From an optimization exercise on the open Yosys and OpenROAD flow, aimed at small area, a short achievable clock period and few clock cycles per item; shortcuts taken in it are not production practice.
Only simulation tests tie the RTL to the original design; equivalence was not proved.

==> flow/design.v (excerpt) <==
module equal_power_crossfade_gain (
  input  logic        clk,
  input  logic        rst_n,
  input  logic        in_valid,
  output logic        in_ready,
  input  logic        in_kind,
  input  logic [15:0] in_duration_frames,
  input  logic        in_has_out_track,
  input  logic        in_has_in_track,
  input  logic [16:0] in_out_start_level,
  input  logic [16:0] in_out_end_level,
  input  logic [16:0] in_in_start_level,
  input  logic [16:0] in_in_end_level,
  input  logic [16:0] in_out_clip_rate,
  input  logic [16:0] in_in_clip_rate,
  output logic        out_valid,
  input  logic        out_ready,
  output logic [7:0]  out_out_gain,
  output logic [7:0]  out_in_gain,
  output logic        out_out_valid,
  output logic        out_in_valid,
  output logic        out_stop_out,
  output logic        out_fade_done,
  output logic        out_fading,
  input  logic        cfg_valid,
  output logic        cfg_ready,
  input  logic [1:0]  cfg_index,
  input  logic [16:0] cfg_data
);
  localparam int QD = 16;    
  localparam int NO = 8;     
  logic [16:0] m_r, b_r;
  logic [17:0] mb_r;         
  logic [2:0]  cw_cnt;       
  logic        cw_kpass;
  assign cfg_ready = 1'b1;
  always_ff @(posedge clk) begin
    if (!rst_n) begin
      m_r    <= 17'd65536;
      b_r    <= 17'd58982;
      cw_cnt <= '0;
      cwh_r  <= 1'b0;
    end else begin
      cwh_r  <= cfg_valid | (cw_cnt >= 3'd3);
      if (cfg_valid) begin
        if (cfg_index == 2'd0) m_r <= cfg_data;
        if (cfg_index == 2'd1) b_r <= cfg_data;
      end
      if (cfg_valid) cw_cnt <= 3'd4;
      else if (cw_cnt != 3'd0) cw_cnt <= cw_cnt - 3'd1;
    end
  end
  assign cw_kpass = (cw_cnt == 3'd1);
  logic [QD-1:0] q_kind;
  logic [4:0]    q_cnt;
  logic          in_ready_r;
  logic          acc, head_k, issue, iss_start, iss_tick;
  assign in_ready = in_ready_r;
  assign acc      = in_valid & in_ready_r;
  assign head_k   = q_kind[0];
  logic        hold_v;
  logic [15:0] h_len;
  logic        h_ho, h_hi;
  logic [16:0] h_os, h_oe, h_is, h_ie, h_or, h_ir;
  logic        dset_v, dset_load;
  logic        d_ho, d_hi;
  logic [16:0] d_os, d_is, d_or, d_ir;
  logic [15:0] dv_len;
  logic [17:0] dv_dlo, dv_dli;
  logic [16:0] dv_q0;
  ...
Size in the first run: about 10000 cells after synthesis, roughly 1400 flip-flops, roughly 170 I/O pins.
Settings: LEC_CHECK=0, CAP_MARGIN=20, CORE_MARGIN=2, CORE_UTILIZATION=40, SLEW_MARGIN=20, SYNTH_MEMORY_MAX_BITS=16384; clock period 12.0 ns.
run.sh (not shown) runs the stock make flow with config.mk's settings and CLKGATE_MAP_FILE= SYNTH_SCRIPT=/design/flow/synth_recipe.tcl, a recipe that flattens the netlist after the stock synthesis.
The starting point ran to the end with no violations.
Testbench counts at the start, summed over its fixed seeds: cycles 6,903, items 5,760.
==> next run, changes <==
--- a/flow/config.mk
+++ b/flow/config.mk
@@ -8,5 +8,5 @@
 export CAP_MARGIN = 20
 export CORE_MARGIN = 2
-export CORE_UTILIZATION = 40
+export CORE_UTILIZATION = 60
 export SLEW_MARGIN = 20
 export SYNTH_MEMORY_MAX_BITS = 16384
The changed run finished clean. Routed wire length drops by about 0.6%. Non-clock buffer count falls by 7. Fmax fell by about 3%. Flip-flop and latch count does not change. Worst hold slack degrades by 0.0061 ns.


== job 5387 ==
equal_power_crossfade_gain, a different RTL version from the one above (not shown whole).
Size in the first run: ~11000 cells after synthesis, ~1500 flip-flops, roughly 170 I/O pins.
==> flow/design.v (excerpt) <==
module equal_power_crossfade_gain (
  input  logic        clk,
  input  logic        rst_n,
  input  logic        in_valid,
  output logic        in_ready,
  input  logic        in_kind,
  input  logic [15:0] in_duration_frames,
  input  logic        in_has_out_track,
  input  logic        in_has_in_track,
  input  logic [16:0] in_out_start_level,
  input  logic [16:0] in_out_end_level,
  input  logic [16:0] in_in_start_level,
  input  logic [16:0] in_in_end_level,
  input  logic [16:0] in_out_clip_rate,
  input  logic [16:0] in_in_clip_rate,
  output logic        out_valid,
  input  logic        out_ready,
  output logic [7:0]  out_out_gain,
  output logic [7:0]  out_in_gain,
  output logic        out_out_valid,
  output logic        out_in_valid,
  output logic        out_stop_out,
  output logic        out_fade_done,
  output logic        out_fading,
  input  logic        cfg_valid,
  output logic        cfg_ready,
  input  logic [1:0]  cfg_index,
  input  logic [16:0] cfg_data
);
export LEC_CHECK = 0
export CAP_MARGIN = 20
export CORE_MARGIN = 2
export CORE_UTILIZATION = 40
export SLEW_MARGIN = 20
export SYNTH_MEMORY_MAX_BITS = 16384
create_clock -name core_clock -period 12.0 [get_ports {clk}]
Job 5387 went all the way through synthesis, placement and routing and the layout is clean on timing, DRC and antenna.
Testbench counts of job 5387, summed over its fixed seeds: cycles 6,714, items 5,760.
Input-level comparison between job 5463 and job 5387:
# job 5387
export LEC_CHECK = 0
export CAP_MARGIN = 20
export CORE_MARGIN = 2
export CORE_UTILIZATION = 40
export SLEW_MARGIN = 20
export SYNTH_MEMORY_MAX_BITS = 16384
create_clock -name core_clock -period 12.0 [get_ports {clk}]
# job 5463
export LEC_CHECK = 0
export CAP_MARGIN = 20
export CORE_MARGIN = 2
export CORE_UTILIZATION = 60
export SLEW_MARGIN = 20
export SYNTH_MEMORY_MAX_BITS = 16384
create_clock -name core_clock -period 12.0 [get_ports {clk}]
Notes after the runs:
Summary of job 5463 over job 5387: final hold slack shows an increase of 0.017 ns, maximum operating frequency shows a reduction of 2.7%, share of final layout cell area taken by clock buffers and inverters shows a reduction of 0.21 points, number of hold buffers added after cts shows no meaningful change. Detailed-routing wirelength on met1: job 5463 lower than job 5387. Well tap count: job 5463 lower than job 5387.


Another version of the RTL of equal_power_crossfade_gain (not shown whole).
Size: about 11,000 cells after synthesis, ~1,500 flip-flops, ~170 I/O pins.
Settings: LEC_CHECK=0, CAP_MARGIN=20, CORE_MARGIN=2, CORE_UTILIZATION=40, SLEW_MARGIN=20, SYNTH_MEMORY_MAX_BITS=16384; clock period 12.0 ns.
Testbench counts at the start, summed over its fixed seeds: cycles 6,714, items 5,760.
Edit:
- CORE_UTILIZATION: 40 -> 60
Effect: The changed run completed with no timing, DRC or antenna violations. Flip-flop and latch count stays the same. Routed wire length drops by 2.3%. Cell count went down by 8.1%. Hold slack is better by 0.044 ns. Register-to-register slack improves by 0.11 ns.

port drivers added, routing unchanged:
The results above use ideal ports. As a check the final layouts listed here were re-extracted and re-timed, cells and wires unchanged.
Step 1 sets driving cells, clkbuf_16 on the clock port and buf_2 on the other inputs (assumed; they add their load-dependent delay and slew).
Step 2 adds t to the input delays and takes it off the output delays; t is the mean of the earliest and latest rising clock arrival at the registers after step 1. Input paths then give back, and output paths get back, about the clock's delay inside the block.
Three values: ideal, step 1, step 2; two values: the first two.
run | t (ns) | setup WS [ns] | cell pins on the clock port's net
the first run of note 1 | 0.927 | 6.850 / 6.850 / 6.302 | 1
the second run of note 1 | 0.931 | 6.683 / 6.683 / 6.403 | 1
job 5387 | 0.941 | 6.633 / 6.633 / 6.258 | 1
job 5463 | 0.907 | 6.484 / 6.484 / 6.484 | 1
the first run of note 3 | 0.921 | 7.318 / 7.318 / 7.285 | 1
the second run of note 3 | 0.903 | 7.431 / 7.431 / 7.376 | 1
After both steps setup and hold are still met in every run listed. The setup slack of the first run of note 1, which loses most, moves by 0.000 ns with the drivers and by -0.548 ns with both steps.
